What follows belongs to an exercise in optimizing a design on an open flow for small area and few clock cycles per item; a production flow would make more cautious choices.
Only simulation tests tie the RTL to the original design; equivalence was not proved.
Power is estimated from default activity; no workload was simulated.

`design/flow/flow/run.sh`:
```
#!/bin/bash
# The standard layout (standard.sh), with one change: synthesis maps the logic
# with an area-oriented ABC script (flow/abc_area.script) instead of ORFS's
# speed script. Everything else, registers included, is the standard flow.
set -euo pipefail
W=$(pwd)
ABC_SCRIPT="$W/flow/abc_area.script"

# synth_recipe.tcl with ABC's -script argument pointed at our script
{
  echo "proc abc {args} {"
  echo "  set i [lsearch \$args -script]"
  echo "  if {\$i >= 0} { lset args [expr {\$i + 1}] {$ABC_SCRIPT} }"
  echo "  yosys abc {*}\$args"
  echo "}"
  cat "$W/synth_recipe.tcl"
} > "$W/flow_synth.tcl"

sed "s#SYNTH_SCRIPT=[^ ]*#SYNTH_SCRIPT=$W/flow_synth.tcl#" "$W/standard.sh" > "$W/flow_standard.sh"
grep -q "SYNTH_SCRIPT=$W/flow_synth.tcl" "$W/flow_standard.sh"

bash "$W/flow_standard.sh" > "$W/flow_standard.log" 2>&1
```
`design/flow/flow/abc_area.script`:
```
strash
dch -f
map -a
topo
```
`design/flow/standard.sh`:
```
#!/bin/bash
# synth_recipe.tcl (not shown) runs the flow's synth.tcl, then flattens the netlist and writes it again
# the make line also repeats each setting of config.mk as NAME=value (left out here)
make -C /OpenROAD-flow-scripts/flow DESIGN_CONFIG=/design/flow/config.mk WORK_HOME=/design/flow/orfs CLKGATE_MAP_FILE= SYNTH_SCRIPT=/design/flow/synth_recipe.tcl "${@:-finish}"
```
`design/flow/config.mk`:
```
export PLATFORM = sky130hd
export DESIGN_NAME = median_of_set_selector_top
export DESIGN_NICKNAME = median_of_set_selector_top
export VERILOG_FILES = /design/flow/design.v
export SDC_FILE = /design/flow/constraint.sdc
export NUM_CORES = 4
export LEC_CHECK = 0
export CAP_MARGIN = 0
export CORE_MARGIN = 2
export CORE_UTILIZATION = 50
export CTS_BUF_LIST = sky130_fd_sc_hd__clkbuf_16
export CTS_CLUSTER_DIAMETER = 80
export CTS_CLUSTER_SIZE = 24
export SETUP_SLACK_MARGIN = 0.05
export SLEW_MARGIN = 0
```
`design/flow/constraint.sdc`:
```
create_clock -name core_clock -period 5.0 [get_ports {clk}]
set_input_delay 1.0000 -clock core_clock [delete_from_list [all_inputs] [get_ports {clk}]]
set_output_delay 1.0000 -clock core_clock [all_outputs]
set_load 0.01 [all_outputs]
```
`design/flow/design.v`:
```
package mos_pkg;
  localparam int DEF_MAX_SET    = 64;
  localparam int DEF_VALUE_BITS = 32;
  localparam int SAMPLE_W = 32;
  localparam int SIZE_W   = 7;
  localparam int WIN = DEF_MAX_SET / 2;
  localparam int ANC = 4;
endpackage
import mos_pkg::*;
module mos_cell
#(
  parameter int VALUE_BITS = DEF_VALUE_BITS
) (
  input  logic                         clk,
  input  logic                         ins_en,     
  input  logic                         shift_l,    
  input  logic signed [VALUE_BITS-1:0] ins_val,    
  input  logic                         le,         
  input  logic signed [VALUE_BITS-1:0] prev_val,   
  input  logic                         prev_le,    
  input  logic signed [VALUE_BITS-1:0] next_val,   
  input  logic                         next_le,    
  output logic signed [VALUE_BITS-1:0] val,
  output logic signed [VALUE_BITS-1:0] val_nxt,
  output logic                         take_p,     
  output logic                         take_n,     
  output logic                         take_x      
);
  logic signed [VALUE_BITS-1:0] val_r;
  logic                         hold;
  always_comb begin
    if (shift_l) begin
      take_p = 1'b0;
      take_n = ins_en && next_le;
      take_x = ins_en && !next_le && le;
    end else begin
      take_p = ins_en && !prev_le;
      take_n = 1'b0;
      take_x = ins_en && prev_le && !le;
    end
    hold = !(take_p || take_n || take_x);
  end
  assign val_nxt = ({VALUE_BITS{take_p}} & prev_val) |
                   ({VALUE_BITS{take_n}} & next_val) |
                   ({VALUE_BITS{take_x}} & ins_val)  |
                   ({VALUE_BITS{hold}}   & val_r);
  always_ff @(posedge clk) begin
    val_r <= val_nxt;
  end
  assign val = val_r;
endmodule
module mos_le
#(
  parameter int W = 32
) (
  input  logic [W-1:0] a,
  input  logic [W-1:0] b,
  output logic         le
);
  localparam int LV = $clog2(W);
  logic [W-1:0] g_l [LV+1];
  logic [W-1:0] p_l [LV+1];
  for (genvar i = 0; i < W; i++) begin : g_leaf
    if (i == W - 1) begin : g_sign
      assign g_l[0][i] = !a[i] && b[i];
      assign p_l[0][i] = !a[i] || b[i];
    end else begin : g_mag
      assign g_l[0][i] = a[i] && !b[i];
      assign p_l[0][i] = a[i] || !b[i];
    end
  end
  for (genvar l = 1; l <= LV; l++) begin : g_lvl
    for (genvar i = 0; i < (W >> l); i++) begin : g_node
      assign g_l[l][i] = g_l[l-1][2*i+1] || (p_l[l-1][2*i+1] && g_l[l-1][2*i]);
      assign p_l[l][i] = p_l[l-1][2*i+1] && p_l[l-1][2*i];
    end
    for (genvar i = (W >> l); i < W; i++) begin : g_pad
      assign g_l[l][i] = 1'b0;
      assign p_l[l][i] = 1'b0;
    end
  end
  assign le = !g_l[LV][0];
endmodule
import mos_pkg::*;
module median_of_set_selector_top
#(
  parameter int MAX_SET    = DEF_MAX_SET,
  parameter int VALUE_BITS = DEF_VALUE_BITS
) (
  input  logic                       clk,
  input  logic                       rst_n,
  input  logic                       in_valid,
  output logic                       in_stall,
  input  logic signed [SAMPLE_W-1:0] in_sample,
  input  logic                       in_last_of_set,
  output logic                       out_valid,
  input  logic                       out_stall,
  output logic signed [SAMPLE_W-1:0] out_median,
  output logic [SIZE_W-1:0]          out_set_size,
  output logic                       out_overflow
);
  localparam int CW = $clog2(MAX_SET + 1);
  localparam int NC = WIN;
  localparam int MC = NC / 2;
  localparam int NG = NC / ANC;
  localparam int PW = $clog2(NC + 1);
  logic                         p_valid_r;
  logic                         p_last_r;
  logic signed [VALUE_BITS-1:0] p_val_r;
  logic [PW-1:0]                pos_r;
  logic                         le_r     [NC];
  logic [CW-1:0]                count_r;
  logic [CW-1:0]                count_nxt;
  logic                         dropped_r;
  logic [CW-1:0]                cnt_new;
  logic                         full;
  logic                         full_r;
  logic                         ins_en;
  logic                         set_end;
  logic signed [VALUE_BITS-1:0] cell_val [NC];
  logic signed [VALUE_BITS-1:0] cell_nxt [NC];
  logic                         take_p   [NC];
  logic                         take_n   [NC];
  logic                         take_x   [NC];
  logic                         q_valid_r;
  logic                         q_last_r;
  logic signed [VALUE_BITS-1:0] q_val_r;
  logic                         anc_r    [NG];
  logic                         cell_lo  [NC];
  logic                         cell_hi  [NC];
  logic                         gap_lo   [ANC-1];
  logic                         gap_hi   [ANC-1];
  logic                         gap_f    [ANC-1];
  logic [PW-1:0]                pos_lo;
  logic [PW-1:0]                pos_sub  [ANC];
  logic [PW-1:0]                pos_nxt;
  logic                         gap      [NG];
  logic signed [VALUE_BITS-1:0] gap_val  [ANC-1];
  logic                         gap_le   [ANC-1];
  logic                         p_le_q;
  logic                         go;
  logic                         in_acc;
  logic                         anc_lo   [NG];
  logic                         anc_hi   [NG];
  logic                         anc_cmp  [NG];
  logic                         anc      [NG];
  logic                         out_valid_r;
  logic signed [SAMPLE_W-1:0]   median_r;
  logic [SIZE_W-1:0]            set_size_r;
  logic                         overflow_r;
  assign full     = full_r;
  assign ins_en   = p_valid_r && !full;
  assign set_end  = p_valid_r && p_last_r;
  assign cnt_new  = full ? count_r : count_r + CW'(1);
  assign count_nxt = set_end ? '0 : (ins_en ? count_r + CW'(1) : count_r);
  assign go       = !(in_last_of_set && ((q_valid_r && q_last_r) ||
                                   (p_valid_r && p_last_r) ||
                                   (out_valid_r && out_stall)));
  assign in_stall = !go;
  assign in_acc   = in_valid && !in_stall;
  for (genvar i = 0; i < NC; i++) begin : g_le
    assign le_r[i] = pos_r > PW'(i);
  end
  for (genvar i = 0; i < NC; i++) begin : g_cell
    if (i == 0) begin : g_first
      mos_cell #(.VALUE_BITS(VALUE_BITS)) u_cell (
        .clk      (clk),
        .ins_en   (ins_en),
        .shift_l  (!count_r[0]),
        .ins_val  (p_val_r),
        .le       (le_r[i]),
        .prev_val (p_val_r),
        .prev_le  (1'b1),
        .next_val (cell_val[i+1]),
        .next_le  (le_r[i+1]),
        .val      (cell_val[i]),
        .val_nxt  (cell_nxt[i]),
        .take_p   (take_p[i]),
        .take_n   (take_n[i]),
        .take_x   (take_x[i])
      );
    end else if (i == NC - 1) begin : g_last
      mos_cell #(.VALUE_BITS(VALUE_BITS)) u_cell (
        .clk      (clk),
        .ins_en   (ins_en),
        .shift_l  (!count_r[0]),
        .ins_val  (p_val_r),
        .le       (le_r[i]),
        .prev_val (cell_val[i-1]),
        .prev_le  (le_r[i-1]),
        .next_val (p_val_r),
        .next_le  (1'b0),
        .val      (cell_val[i]),
        .val_nxt  (cell_nxt[i]),
        .take_p   (take_p[i]),
        .take_n   (take_n[i]),
        .take_x   (take_x[i])
      );
    end else begin : g_mid
      mos_cell #(.VALUE_BITS(VALUE_BITS)) u_cell (
        .clk      (clk),
        .ins_en   (ins_en),
        .shift_l  (!count_r[0]),
        .ins_val  (p_val_r),
        .le       (le_r[i]),
        .prev_val (cell_val[i-1]),
        .prev_le  (le_r[i-1]),
        .next_val (cell_val[i+1]),
        .next_le  (le_r[i+1]),
        .val      (cell_val[i]),
        .val_nxt  (cell_nxt[i]),
        .take_p   (take_p[i]),
        .take_n   (take_n[i]),
        .take_x   (take_x[i])
      );
    end
  end
  for (genvar g = 0; g < NG; g++) begin : g_anc
    localparam int C = g * ANC + ANC - 1;
    if (2 * MC - 2 - 2 * C >= 0) begin : g_lo
      assign anc_lo[g] = count_nxt <= CW'(2 * MC - 2 - 2 * C);
    end else begin : g_no_lo
      assign anc_lo[g] = 1'b0;
    end
    if (2 * C - 2 * MC + 1 >= 0) begin : g_hi
      assign anc_hi[g] = count_nxt <= CW'(2 * C - 2 * MC + 1);
    end else begin : g_no_hi
      assign anc_hi[g] = 1'b0;
    end
    mos_le #(.W(VALUE_BITS)) u_le (
      .a  (cell_nxt[C]),
      .b  (VALUE_BITS'(in_sample)),
      .le (anc_cmp[g])
    );
    assign anc[g] = anc_lo[g] || (!anc_hi[g] && anc_cmp[g]);
  end
  for (genvar i = 0; i < NC; i++) begin : g_range
    if (2 * MC - 2 - 2 * i >= 0) begin : g_lo
      assign cell_lo[i] = count_r <= CW'(2 * MC - 2 - 2 * i);
    end else begin : g_no_lo
      assign cell_lo[i] = 1'b0;
    end
    if (2 * i - 2 * MC + 1 >= 0) begin : g_hi
      assign cell_hi[i] = count_r <= CW'(2 * i - 2 * MC + 1);
    end else begin : g_no_hi
      assign cell_hi[i] = 1'b0;
    end
  end
  for (genvar g = 0; g < NG; g++) begin : g_gap
    if (g == 0) begin : g_first
      assign gap[g] = !anc_r[g];
    end else begin : g_rest
      assign gap[g] = anc_r[g-1] && !anc_r[g];
    end
  end
  for (genvar o = 0; o < ANC - 1; o++) begin : g_share
    always_comb begin
      gap_val[o] = '0;
      for (int g = 0; g < NG; g++) begin
        gap_val[o] = gap_val[o] | ({VALUE_BITS{gap[g]}} & cell_val[g*ANC + o]);
      end
    end
    mos_le #(.W(VALUE_BITS)) u_le (
      .a  (gap_val[o]),
      .b  (q_val_r),
      .le (gap_le[o])
    );
  end
  for (genvar o = 0; o < ANC - 1; o++) begin : g_gapf
    always_comb begin
      gap_lo[o] = 1'b0;
      gap_hi[o] = 1'b0;
      for (int g = 0; g < NG; g++) begin
        gap_lo[o] = gap_lo[o] | (gap[g] & cell_lo[g*ANC + o]);
        gap_hi[o] = gap_hi[o] | (gap[g] & cell_hi[g*ANC + o]);
      end
    end
    assign gap_f[o] = !anc_r[NG-1] && (gap_lo[o] || (!gap_hi[o] && gap_le[o]));
  end
  mos_le #(.W(VALUE_BITS)) u_le_prev (
    .a  (p_val_r),
    .b  (q_val_r),
    .le (p_le_q)
  );
  always_comb begin
    pos_lo = '0;
    for (int g = 0; g < NG; g++) begin
      pos_lo = pos_lo | ({PW{gap[g]}} & PW'(g * ANC));
    end
    if (anc_r[NG-1]) begin
      pos_lo = PW'(NC);
    end
  end
  for (genvar t = 0; t < ANC; t++) begin : g_sub
    logic [PW:0] base;
    always_comb begin
      base = {1'b0, pos_lo} | (PW+1)'(t);
      if (set_end) begin
        pos_sub[t] = PW'(MC);
      end else if (!ins_en) begin
        pos_sub[t] = base[PW-1:0];
      end else if (p_le_q && count_r[0]) begin
        pos_sub[t] = (base >= (PW+1)'(NC)) ? PW'(NC) : PW'(base + 1'b1);
      end else if (!p_le_q && !count_r[0]) begin
        pos_sub[t] = (base == '0) ? '0 : PW'(base - 1'b1);
      end else begin
        pos_sub[t] = base[PW-1:0];
      end
    end
  end
  assign pos_nxt = gap_f[1] ? (gap_f[2] ? pos_sub[3] : pos_sub[2])
                            : (gap_f[0] ? pos_sub[1] : pos_sub[0]);
  always_ff @(posedge clk) begin
    q_val_r  <= VALUE_BITS'(in_sample);
    q_last_r <= in_last_of_set;
    for (int g = 0; g < NG; g++) begin
      anc_r[g] <= anc[g];
    end
    p_val_r  <= q_val_r;
    p_last_r <= q_last_r;
    pos_r    <= pos_nxt;
  end
  always_ff @(posedge clk) begin
    if (!rst_n) begin
      q_valid_r <= 1'b0;
      p_valid_r <= 1'b0;
    end else begin
      q_valid_r <= in_acc;
      p_valid_r <= q_valid_r;
    end
  end
  always_ff @(posedge clk) begin
    if (!rst_n) begin
      count_r   <= '0;
      full_r    <= 1'b0;
      dropped_r <= 1'b0;
    end else begin
      count_r <= count_nxt;
      full_r  <= count_nxt == CW'(MAX_SET);
      if (set_end) begin
        dropped_r <= 1'b0;
      end else if (p_valid_r) begin
        dropped_r <= dropped_r | full;
      end
    end
  end
  always_ff @(posedge clk) begin
    if (!rst_n) begin
      out_valid_r <= 1'b0;
    end else if (set_end) begin
      out_valid_r <= 1'b1;
    end else if (!out_stall) begin
      out_valid_r <= 1'b0;
    end
  end
  always_ff @(posedge clk) begin
    if (set_end) begin
      median_r   <= SAMPLE_W'(cnt_new[0] ? cell_nxt[MC-1] : cell_nxt[MC]);
      set_size_r <= SIZE_W'(cnt_new);
      overflow_r <= dropped_r | full;
    end
  end
  assign out_valid    = out_valid_r;
  assign out_median   = median_r;
  assign out_set_size = set_size_r;
  assign out_overflow = overflow_r;
endmodule
```
==> results of run 1 <==
-- logic make-up (layout without fill, tap and decap cells) --
family,count (synthesis),count (layout),share of synthesized area [%]
AND/OR/NAND/NOR,1816,1816,13.6
multiplexers,19,19,0.384
XOR/XNOR,3,3,0.0474
buffers and inverters,737,1409,4.99
flip-flops,1156,1156,42.5
other,0,18,0
AO/OA/AOI/OAI,2866,2866,38.3
adder cells (fa/ha/maj),9,9,0.194
-- synthesized netlist by cell type (all sizes together) (97+ instances only) --
cell    instances
nor2          447
a22oi         977
a21oi         203
o22ai         193
nand3         317
o221ai        421
nand2         889
o211ai        379
a221oi        158
clkinv        737
dfxtp        1116
o21ai         264
nor3           97
-- layout make-up --
class                           count  area [um^2]
Antenna cell                       18         45.0
Clock buffer                       69         1730
Clock inverter                     38          348
Fill cell                        9927        45200
Inverter                          737         2810
Multi-Input combinational cell   4713        30200
Sequential cell                  1156        23500
Tap cell                         1488         1860
Timing Repair Buffer              565         4590
-- state kept, by name, indices dropped and copies added, names as in the netlist --
signal / flops
p_last_r: 1
g_cell.g_first.u_cell.val_r: 32
q_last_r: 1
g_cell.genblk1.g_mid.u_cell.val_r: 960
anc_r: 8
out_valid_r: 1
full_r: 1
p_val_r: 32
pos_r: 6
q_valid_r: 1
p_valid_r: 1
q_val_r: 32
dropped_r: 1
overflow_r: 1
median_r: 32
count_r: 7
g_cell.genblk1.g_last.u_cell.val_r: 32
set_size_r: 7
-- path summary, 6_finish.rpt --
path                 start       end  slack, ps  cells past startpoint
hold reg to reg   q_last_r  p_last_r        360                      0
setup reg to reg  anc_r[1]  pos_r[4]       -100                     19
setup / recovery  anc_r[1]  pos_r[4]       -100                     19
hold / removal    q_last_r  p_last_r        360                      0
-- through the flow --
stage	util (%)	hold WS [ps]	area [um^2]
3_5_place_dp	56.6	336	62500
2_1_floorplan	-	331	55700
4_1_cts	58.5	355	64600
5_1_grt	59.0	363	65100
3_3_place_gp	56.6	337	62500
6_report	59.0	355	65100
-- power by group through the flow --
stage	registers (mW)	logic, mW	clock network [mW]
finish	18.1	19.2	6.33
global route	18.3	19.9	6.54
floorplan	16.0	9.89	0
detailed placement	17.9	17.4	0
CTS	17.8	17.5	6.23
global placement	17.9	17.1	0
-- cell usage in the layout (no fill, tap or decap), types with 186 or more instances in the layout --
cell and n:
nand3_1 316, clkinv_1 720, o22ai_1 186, a21oi_1 194, o21ai_0 251, o211ai_1 379, buf_4 472, dfxtp_1 1113
a22oi_1 972, o221ai_1 418, nand2_1 887, nor2_1 374
-- timing repair --
| item | CTS | global route |
|---|---|---|
| hold buffers | 0 | 0 |
| pin swaps | 0 | 13 |
| endpoints found under the setup margin | 9 | 14 |
| resized for setup | 11 | 90 |
| setup buffers | 0 | 5 |
-- per-layer routing --
layer	vias to the layer above	track usage, %	wire length (um)
met2	6141	79.2	129000
li1	27359	-	-
met5	-	0	89
met4	14	57.5	44400
met1	31172	62.7	104000
met3	1885	17.5	42800
==> flow_summary.ini, run 1 <==
[power]
switching_share_pct = 48.6
p_total_mw = 43.6
p_seq_share_pct = 41.5
leakagePower_nw = 22.1
peakVddDrop_uv = 487
p_int_mw = 22.4
power_density_mw_per_mm2 = 669
clkPwrFrac_pct = 14.5
power_frac_comb_pct = 44.0
p_switching_mw = 21.2

[floorplan]
io_pins = 79
rows = 122
die_h_um = 337
die_w_um = 337
coreArea_mm2 = 0.110
fp.dieArea_mm2 = 0.114
start_util_pct = 50.2

[job]
drv_cap = 0

[place]
placed_cells = 8653
dp_hpwl_um = 243000
place_ws_ps = -419
gp_congestion = 1.20
io_buffers = 78

[synth]
synth_nets = 6650
ys.flop_type = dfxtp_1
yosys_register_bits = 1156
synthCells = 6606
synth_area_per_cell_um2 = 8.39
yosys.area.top_type_share_pct = 40.3
synth-seq-area-share_pct = 42.5
synth-edff-count = 40
yosysTopAreaCell = dfxtp_1
synth.distinct_cells = 54
synthTopCellsByArea = dfxtp_1, a22oi_1, o221ai_1
syn_area_mm2 = 0.0554
ys_async_sr_fraction_pct = 0
yosys_warnings = 38

[timing]
period_minus_slack_ps = 5100
hold_viol = 0
rsz0062_at_grt = true
slew_headroom_pct = 10.4
timing.final.crit_share_pct = 102
max_freq_mhz = 196
drv_slew = 0
setup_ws_ps = -102
clock_skew_ps = 34.1
worst_pin_slew_ps = 1340
setup_viol = 3
fin_setup_tns_ps = -185

[clock_network]
cts_made_buffers = 66
clk_pin_slew_ps = 100
cts_buffer_depth = 3
cts_root_buffer = clkbuf_16
insertion_delay_ps = 730
tritoncts = yes
htreeDepth = 3
cts.sinks = 1156

[layout]
finalNonFillerCells = 8784
drive_above_1_share_pct = 12.4
fin_nets = 7283
area_growth_pct = 17.5

[global_routing]
grt_pass1_wl_um = 451000
grt_use_total_pct = 55.1
grt_antenna_before_repair = 24
first_global_vias = 61114
overflow = 0
grt_max_degree = 73

[detailed_routing]
antenna_left = 0
routed-via-count = 66571
drt_iter0_drc = 11372
routed_via_density = 7.58
wl_per_cell_um = 36.4
drt-pass1-iter-count = 9
drc_errors = 0
finalWirelength_um = 320000

[status]
so_faults = negative setup slack
status = finished with violations

[worst_setup_path]
slowest_delay_ps = 490
crit_required_ps = 5550
cp_data_arrival_time_ps = 5660
crit_path_end_kind = flop
crit_buf_inv = 5
crit_fanout = 9
crit_path_cell_trace = clkinv_1 -> nor2_4 -> clkinvlp_4 -> buf_4 -> buf_4 -> o221ai_1 -> a21oi_1 -> o221ai_1 -> a21oi_1 -> a21oi_1 -> o21ai_0 -> a21oi_2 -> nand4_1 -> a21oi_2 -> o21ai_0 -> nand2_1 -> buf_4 -> nor3_1 -> o21ai_0
cp_slowest_cell = o21ai_0
start_kind = flop
path_delay_family = compound AO/OA/AOI/OAI gates
critPathKind = reg2reg

[min_path]
hp-class = reg2reg
Testbench counts, summed over its fixed seeds: cycles 37,033, items 36,996.
==> inputs of run 2 (changes only) <==
--- a/design/flow/design.v
+++ b/design/flow/design.v
@@ -103,11 +103,9 @@
   localparam int NC = WIN;
   localparam int MC = NC / 2;
   localparam int NG = NC / ANC;
-  localparam int PW = $clog2(NC + 1);
   logic                         p_valid_r;
   logic                         p_last_r;
   logic signed [VALUE_BITS-1:0] p_val_r;
-  logic [PW-1:0]                pos_r;
   logic                         le_r     [NC];
   logic [CW-1:0]                count_r;
   logic [CW-1:0]                count_nxt;
@@ -128,16 +126,12 @@
   logic                         anc_r    [NG];
   logic                         cell_lo  [NC];
   logic                         cell_hi  [NC];
-  logic                         gap_lo   [ANC-1];
-  logic                         gap_hi   [ANC-1];
-  logic                         gap_f    [ANC-1];
-  logic [PW-1:0]                pos_lo;
-  logic [PW-1:0]                pos_sub  [ANC];
-  logic [PW-1:0]                pos_nxt;
+  logic                         raw      [NC];
   logic                         gap      [NG];
   logic signed [VALUE_BITS-1:0] gap_val  [ANC-1];
   logic                         gap_le   [ANC-1];
   logic                         p_le_q;
+  logic                         le_nxt   [NC];
   logic                         go;
   logic                         in_acc;
   logic                         anc_lo   [NG];
@@ -158,9 +152,6 @@
                                    (out_valid_r && out_stall)));
   assign in_stall = !go;
   assign in_acc   = in_valid && !in_stall;
-  for (genvar i = 0; i < NC; i++) begin : g_le
-    assign le_r[i] = pos_r > PW'(i);
-  end
   for (genvar i = 0; i < NC; i++) begin : g_cell
     if (i == 0) begin : g_first
       mos_cell #(.VALUE_BITS(VALUE_BITS)) u_cell (
@@ -266,50 +257,39 @@
       .le (gap_le[o])
     );
   end
-  for (genvar o = 0; o < ANC - 1; o++) begin : g_gapf
-    always_comb begin
-      gap_lo[o] = 1'b0;
-      gap_hi[o] = 1'b0;
-      for (int g = 0; g < NG; g++) begin
-        gap_lo[o] = gap_lo[o] | (gap[g] & cell_lo[g*ANC + o]);
-        gap_hi[o] = gap_hi[o] | (gap[g] & cell_hi[g*ANC + o]);
+  for (genvar g = 0; g < NG; g++) begin : g_fill
+    for (genvar o = 0; o < ANC; o++) begin : g_off
+      if (o == ANC - 1) begin : g_anchor
+        assign raw[g*ANC + o] = anc_r[g];
+      end else if (g == 0) begin : g_low
+        assign raw[g*ANC + o] = cell_lo[g*ANC + o] || (!cell_hi[g*ANC + o] &&
+                                (anc_r[g] || gap_le[o]));
+      end else begin : g_mid
+        assign raw[g*ANC + o] = cell_lo[g*ANC + o] || (!cell_hi[g*ANC + o] &&
+                                (anc_r[g] || (anc_r[g-1] && gap_le[o])));
       end
     end
-    assign gap_f[o] = !anc_r[NG-1] && (gap_lo[o] || (!gap_hi[o] && gap_le[o]));
   end
   mos_le #(.W(VALUE_BITS)) u_le_prev (
     .a  (p_val_r),
     .b  (q_val_r),
     .le (p_le_q)
   );
-  always_comb begin
-    pos_lo = '0;
-    for (int g = 0; g < NG; g++) begin
-      pos_lo = pos_lo | ({PW{gap[g]}} & PW'(g * ANC));
-    end
-    if (anc_r[NG-1]) begin
-      pos_lo = PW'(NC);
-    end
-  end
-  for (genvar t = 0; t < ANC; t++) begin : g_sub
-    logic [PW:0] base;
+  for (genvar i = 0; i < NC; i++) begin : g_flag
     always_comb begin
-      base = {1'b0, pos_lo} | (PW+1)'(t);
       if (set_end) begin
-        pos_sub[t] = PW'(MC);
-      end else if (!ins_en) begin
-        pos_sub[t] = base[PW-1:0];
-      end else if (p_le_q && count_r[0]) begin
-        pos_sub[t] = (base >= (PW+1)'(NC)) ? PW'(NC) : PW'(base + 1'b1);
-      end else if (!p_le_q && !count_r[0]) begin
-        pos_sub[t] = (base == '0) ? '0 : PW'(base - 1'b1);
+        le_nxt[i] = i < MC;
+      end else if (take_x[i]) begin
+        le_nxt[i] = p_le_q;
+      end else if (take_p[i]) begin
+        le_nxt[i] = (i == 0) ? 1'b1 : raw[(i == 0) ? 0 : i-1];
+      end else if (take_n[i]) begin
+        le_nxt[i] = (i == NC - 1) ? 1'b0 : raw[(i == NC - 1) ? i : i+1];
       end else begin
-        pos_sub[t] = base[PW-1:0];
+        le_nxt[i] = raw[i];
       end
     end
   end
-  assign pos_nxt = gap_f[1] ? (gap_f[2] ? pos_sub[3] : pos_sub[2])
-                            : (gap_f[0] ? pos_sub[1] : pos_sub[0]);
   always_ff @(posedge clk) begin
     q_val_r  <= VALUE_BITS'(in_sample);
     q_last_r <= in_last_of_set;
@@ -318,7 +298,9 @@
     end
     p_val_r  <= q_val_r;
     p_last_r <= q_last_r;
-    pos_r    <= pos_nxt;
+    for (int i = 0; i < NC; i++) begin
+      le_r[i] <= le_nxt[i];
+    end
   end
   always_ff @(posedge clk) begin
     if (!rst_n) begin
==> run 2 against run 1 <==
Against the previous run: the run now finishes clean; cell count up 0.43%; sequential power up 7%; highest routed layer unchanged; utilization down 0.24 points; clock power down 5.2%; critical path depth up 4; non-clock buffer count down 27; clock skew down 2.6 ps; synthesized cell count up 1.1%; register-to-register slack better by 200 ps; worst setup slack better by 200 ps.
==> flow_summary.ini, run 2 <==
[layout]
area_growth_pct = 16.6
fin_nets = 7322
fillers = 10065
regMostFlops = g_cell.genblk1.g_mid.u_cell.val_r
multiInputGateArea_mm2 = 0.0305
largest_reg_flops = 960
mostFrequentLayoutCell = dfxtp_1
layout_common_cells = dfxtp_1, nand2_1, a22oi_1
drive_above_1_share_pct = 12.2
regArea_mm2 = 0.0241

[power]
switching_share_pct = 48.2
leakagePower_nw = 22.3
power_frac_comb_pct = 39.8
power_density_mw_per_mm2 = 646
p_int_mw = 21.8
peakVddDrop_uv = 437
p_seq_share_pct = 46.0
p_switching_mw = 20.3
clkPwrFrac_pct = 14.3
p_total_mw = 42.1

[worst_setup_path]
crit_fanout = 38
crit_path_end_kind = flop
cp_slowest_cell = a211oi_2
crit_path_cell_trace = inv_8 -> nor2_4 -> buf_12 -> a22oi_1 -> nand3_1 -> a221o_2 -> a221oi_1 -> buf_4 -> nor2_1 -> o211ai_1 -> o211ai_1 -> a211oi_2 -> o21ai_2 -> buf_4 -> nand2_1 -> nand2_1 -> clkinv_1 -> buf_4 -> a21oi_1 -> nor2_1 -> nand2_1 -> a21oi_1 -> o221a_2
critPathKind = reg2reg
start_kind = flop
cp_data_arrival_time_ps = 5650
crit_required_ps = 5750
path_delay_family = compound AO/OA/AOI/OAI gates
crit_buf_inv = 6
slowest_delay_ps = 430

[timing]
max_freq_mhz = 204
hold_viol = 0
slew_headroom_pct = 14.7
period_minus_slack_ps = 4900
hold_ws_ps = 356
drv_slew = 0
timing.final.crit_share_pct = 98.1
worst_pin_slew_ps = 1270
rsz0062_at_grt = false
setup_viol = 0
clock_skew_ps = 31.6

[floorplan]
die_h_um = 338
coreArea_mm2 = 0.111
rows = 122
die_w_um = 338
io_pins = 79
start_util_pct = 50.4
fp.dieArea_mm2 = 0.114

[global_routing]
overflow = 0
grt_max_degree = 79
first_global_vias = 61907
grt_use_total_pct = 54.9
grt_antenna_before_repair = 29
grt_pass1_wl_um = 459000

[detailed_routing]
drt_iter0_drc = 11796
drt-pass1-iter-count = 9
antenna_left = 0
wl_per_cell_um = 37.0
drc_errors = 0
routed_via_density = 7.64
routed-via-count = 67409
finalWirelength_um = 327000

[synth]
yosysTopAreaCell = dfxtp_1
synth-seq-area-share_pct = 43.1
yosys_register_bits = 1182
synthTopCellsByArea = dfxtp_1, a22oi_1, nand2_1
yosys.area.top_type_share_pct = 40.9
synth_nets = 6721
syn_area_mm2 = 0.0559
synth.distinct_cells = 52
ys.flop_type = dfxtp_1
ys_async_sr_fraction_pct = 0
synth-edff-count = 40
synth_area_per_cell_um2 = 8.37
yosys_warnings = 34
synth_common_cells = dfxtp_1, nand2_1, a22oi_1
yosysMostFrequentCell = dfxtp_1
synthCells = 6681

[place]
gp_congestion = 1.09
io_buffers = 78
dp_hpwl_um = 247000

[min_path]
hp-class = reg2reg

[clock_network]
htreeDepth = 2
cts_root_buffer = clkbuf_16
insertion_delay_ps = 810
tritoncts = yes
cts_made_buffers = 61
cts.sinks = 1182
clk_pin_slew_ps = 110
cts_buffer_depth = 3

[status]
status = timing/DRC/antenna clean

[job]
drv_cap = 0
[run 2: changes by cell type in the layout (fill, tap and decap cells not counted), moves of 29 or more]
cell      change
clkinv_1    -116
a22oi_1     -112
a221oi_1     +70
o22ai_1      +71
o211ai_1     +65
a21oi_1      +32
nand3_1      -82
o221ai_1    -161
a221o_2      +29
buf_4        -36
nand2_1     +187
o21ai_0      +92
[run 2: layout make-up]
class	instances	area share, %
Tap cell	1488	2.86
Antenna cell	21	0.0807
Timing Repair Buffer	538	6.93
Clock inverter	31	0.374
Clock buffer	63	2.42
Sequential cell	1182	36.9
Multi-Input combinational cell	4889	46.8
Inverter	610	3.56
[run 2: routing by layer]
metal  up-vias  routed length (um)  track usage (%)
met4         8               45100             56.5
met5         -                  46                0
met1     31491              105000             63.1
met2      6507              133000             79.8
li1      27453                   -                -
met3      1950               43900             15.8
[run 2: what timing repair did]
item / CTS / global route
pin swaps: 1 / 6
gates resized for setup: 10 / 64
endpoints found under the setup margin: 23 / 39
setup buffers: 0 / 9
hold buffers: 0 / 0
[run 2: cell families after synthesis]
| kind of cell | share of synthesized area (%) |
|---|---|
| AND/OR/NAND/NOR | 14.0 |
| multiplexers | 0.0201 |
| adder cells (fa/ha/maj) | 0.0851 |
| AO/OA/AOI/OAI | 38.7 |
| flip-flops | 43.1 |
| buffers and inverters | 4.10 |
| XOR/XNOR | 0.0627 |
[run 2: path summary, 6_finish.rpt]
check | start | end | slack (ps) | cells past startpoint
worst min-delay path | q_last_r | p_last_r | 360 | 0
worst max register to register | anc_r[0] | le_r[29] | 100 | 23
worst max-delay path | anc_r[0] | le_r[29] | 100 | 23
worst min register to register | q_last_r | p_last_r | 360 | 0
[run 2: power by group through the flow]
stage	combinational (mW)	sequential, mW	clock [mW]
global placement	15.1	19.0	0
CTS	15.5	18.8	5.86
detailed placement	15.4	19.0	0
finish	16.8	19.4	6.00
global route	17.5	19.4	6.21
floorplan	9.20	16.4	0
[run 2: through the flow]
step	utilization [%]	instance area, um^2	std cells	worst slack [ps]	setup TNS, ps
floorplan	-	56100	6681	-197	-197
finish	58.8	65200	8822	96.1	0
CTS	58.4	64700	8791	38.8	0
global route	58.7	65100	8802	45.1	0
detailed placement	56.7	62900	8697	-177	-1640
global placement	56.7	62900	8697	-234	-2010
Testbench counts of run 2, summed over its fixed seeds: cycles 37,033, items 36,996.
==> inputs of run 3 (changes only) <==
--- a/design/flow/config.mk
+++ b/design/flow/config.mk
@@ -11,5 +11,5 @@
 export CTS_BUF_LIST = sky130_fd_sc_hd__clkbuf_16
 export CTS_CLUSTER_DIAMETER = 80
 export CTS_CLUSTER_SIZE = 24
-export SETUP_SLACK_MARGIN = 0.05
+export SETUP_SLACK_MARGIN = 0.5
 export SLEW_MARGIN = 0
==> run 3 against run 2 <==
Against the previous run: still clean; synthesized cell count unchanged; via count decreased by 0.39%; critical path depth decreased by 3; register-to-register slack improved by 260 ps; sequential power about the same; sequential cell count unchanged; global-route usage decreased by 1.1 points; sequential share of layout area decreased by 0.46 points; synthesized area unchanged; first-iteration DRC count increased by 1.6%; die area unchanged; worst setup slack improved by 260 ps; critical path type unchanged; largest cell class unchanged; largest power group unchanged.
==> flow_summary.ini, run 3 <==
[place]
dp_hpwl_um = 244000
placed_cells = 8664
gp_congestion = 1.11
io_buffers = 78
post_dp_cell_area_mm2 = 0.0626

[synth]
synthTopCellsByArea = dfxtp_1, a22oi_1, nand2_1
synth.distinct_cells = 52
yosysMostFrequentCell = dfxtp_1
synth_common_cells = dfxtp_1, nand2_1, a22oi_1
yosys_register_bits = 1182
ys.flop_type = dfxtp_1
synth_nets = 6721
syn_area_mm2 = 0.0559
synth-edff-count = 40
synthCells = 6681
synth-seq-area-share_pct = 43.1
yosys.area.top_type_share_pct = 40.9
synth_area_per_cell_um2 = 8.37
ys_async_sr_fraction_pct = 0
yosysTopAreaCell = dfxtp_1
yosys_warnings = 34

[clock_network]
cts_root_buffer = clkbuf_16
cts_buffer_depth = 3
tritoncts = yes
insertion_delay_ps = 820
clk_pin_slew_ps = 100
cts_made_buffers = 61
htreeDepth = 2
cts.sinks = 1182

[min_path]
hp-class = reg2reg
hold_path_depth = 0
hp-start = q_last_r

[detailed_routing]
wl_met1_um = 105000
routed-wl-met3_um = 41700
top_layer_used = met5
antenna_left = 0
drc_errors = 0
finalWirelength_um = 322000
drt_iter0_drc = 11989
drt-pass1-iter-count = 9
wl_met2_um = 132000
wl_per_cell_um = 36.5
routed-via-count = 67144
routed_via_density = 7.61

[power]
power_density_mw_per_mm2 = 649
leakagePower_nw = 22.6
p_total_mw = 42.8
peakVddDrop_uv = 373

[floorplan]
coreArea_mm2 = 0.111
rows = 122
fp.dieArea_mm2 = 0.114
die_w_um = 338
io_pins = 79
die_h_um = 338
start_util_pct = 50.4

[worst_setup_path]
ff2ff_path_depth = 20
worstReg2RegStart = anc_r[0]
critPathKind = reg2reg
start_kind = flop
crit_fanout = 8
cp_common_cell = buf_4
crit_start = anc_r[0]
crit_path_end_kind = flop
cp_slowest_cell = o21ai_0
crit_path_cell_trace = clkinv_8 -> nor2_4 -> buf_4 -> inv_4 -> buf_4 -> o21ai_0 -> a2111oi_2 -> o22a_2 -> nor2_1 -> a21oi_1 -> o22ai_1 -> a211oi_2 -> nand2_1 -> buf_4 -> clkinv_1 -> nor3_1 -> buf_4 -> nand2_1 -> nand2_1 -> o221ai_1
cp_data_arrival_time_ps = 5320
slowest_delay_ps = 800
crit_required_ps = 5670

[timing]
max_freq_mhz = 215
period_minus_slack_ps = 4650
fin_setup_tns_ps = 0
drv_slew = 0
worst_pin_slew_ps = 1230
setup_viol = 0
hold_viol = 0
clock_skew_ps = 60.4
rsz0062_at_grt = true
timing.final.crit_share_pct = 93.0
slew_headroom_pct = 17.2

[layout]
final_area_mm2 = 0.0660
largest_reg_flops = 960
drive_above_1_share_pct = 14.0
fin_nets = 7328
regMostFlops = g_cell.genblk1.g_mid.u_cell.val_r
mostFrequentLayoutCell = dfxtp_1
finalNonFillerCells = 8825
layout_common_cells = dfxtp_1, nand2_1, a22oi_1
area_growth_pct = 18.1

[global_routing]
first_global_vias = 61729
grt_max_degree = 67
overflow = 0
grt_antenna_before_repair = 19
grt_use_total_pct = 53.8
grt_pass1_wl_um = 452000

[job]
drv_cap = 0

[status]
status = timing/DRC/antenna clean
## run 3: cell counts after synthesis
No cell type changed its count.
## run 3: report_power, final
part | total, mW | switching (mW) | internal, mW
Clock | 6.04 | 3.66 | 2.39
Combinational | 17.7 | 11.4 | 6.23
Sequential | 19.1 | 5.48 | 13.6
## run 3: kinds of logic (layout without fill, tap and decap cells)
kind of cell	Yosys count	count (layout)	synth area share, %
xor gates and xnor gates	4	4	0.0627
and+or+nand+nor	1920	1920	14.0
muxes	1	1	0.0201
DFF	1182	1182	43.1
other	0	19	0
buffers and inverters	610	1247	4.10
AOI/OAI and AO/OA	2960	2960	38.7
adders and majority gates	4	4	0.0851
## run 3: what timing repair did
action | in CTS | in global routing
hold buffers | 0 | 0
gates resized for setup | 67 | 193
endpoints found under the setup margin | 39 | 56
pin swaps | 8 | 42
buffers inserted | 12 | 34
hold endpoints to repair | 0 | 0
gates cloned | 1 | 2
## run 3: worst paths after layout
kind	endpoint	slack [ps]
setup / recovery	le_r[0]	350
hold reg to reg	p_last_r	360
setup reg to reg	le_r[0]	350
hold / removal	p_last_r	360
## run 3: critical path: cells and delay by family (launching register included)
kind,cells,cell delay (ps)
and+or+nand+nor,6,1130
AOI/OAI and AO/OA,7,1890
DFF,1,410
buffers and inverters,7,1040
## run 3: cell type report
class                   instances  area (um^2)
clock inverters                30          260
repair buffers                544         4650
multi-input cells            4889        31100
fillers                      9954        44800
well taps                    1488         1860
clock buffers                  63         1580
flip-flops and latches       1182        24100
inverters                     610         2380
diodes                         19         47.5
## run 3: metal layers
layer,GRT usage [%],up-vias
met5,0,-
met4,55.5,10
met1,62.6,31416
li1,-,27471
met3,13.9,1852
met2,78.4,6395
## run 3: per-stage QoR
step | util (%) | hold WS (ps) | setup WS (ps)
3_3_place_gp | 56.5 | 346 | -279
2_1_floorplan | - | 331 | 201
5_1_grt | 59.5 | 374 | 445
6_report | 59.6 | 362 | 351
4_1_cts | 58.5 | 364 | 487
3_5_place_dp | 56.5 | 350 | -346

static timing again, ports no longer ideal:
How much do the figures lean on ideal ports? The routed layouts below were timed once more, with nothing changed but the port constraints.
Step 1, drivers: a clkbuf_16 drives clk and a buf_2 each remaining input, both assumed.
Step 2 also shifts input and output timing later by t, the mid clock arrival at the registers, as if the neighbouring blocks saw the same clock.
Three values: ideal ports, drivers, drivers and shift; two values: the first two.
| run | shift t [ns] | setup slack, ns | latest minus earliest clock arrival (ns) | worst slew at a driven data input, ns |
|---|---|---|---|---|
| run 1 | 0.784 | -0.102 / -0.102 / -0.102 | 0.045 / 0.044 | 0.04 |
| run 2 | 0.881 | 0.096 / 0.096 / 0.083 | 0.034 / 0.033 | 0.05 |
| run 3 | 0.874 | 0.351 / 0.351 / -0.043 | 0.062 / 0.062 | 0.07 |
Met with ideal ports but missed after step 2: setup timing in run 3. For run 3, which loses most, drivers alone change the setup slack by 0.000 ns; drivers and shift together by -0.394 ns.
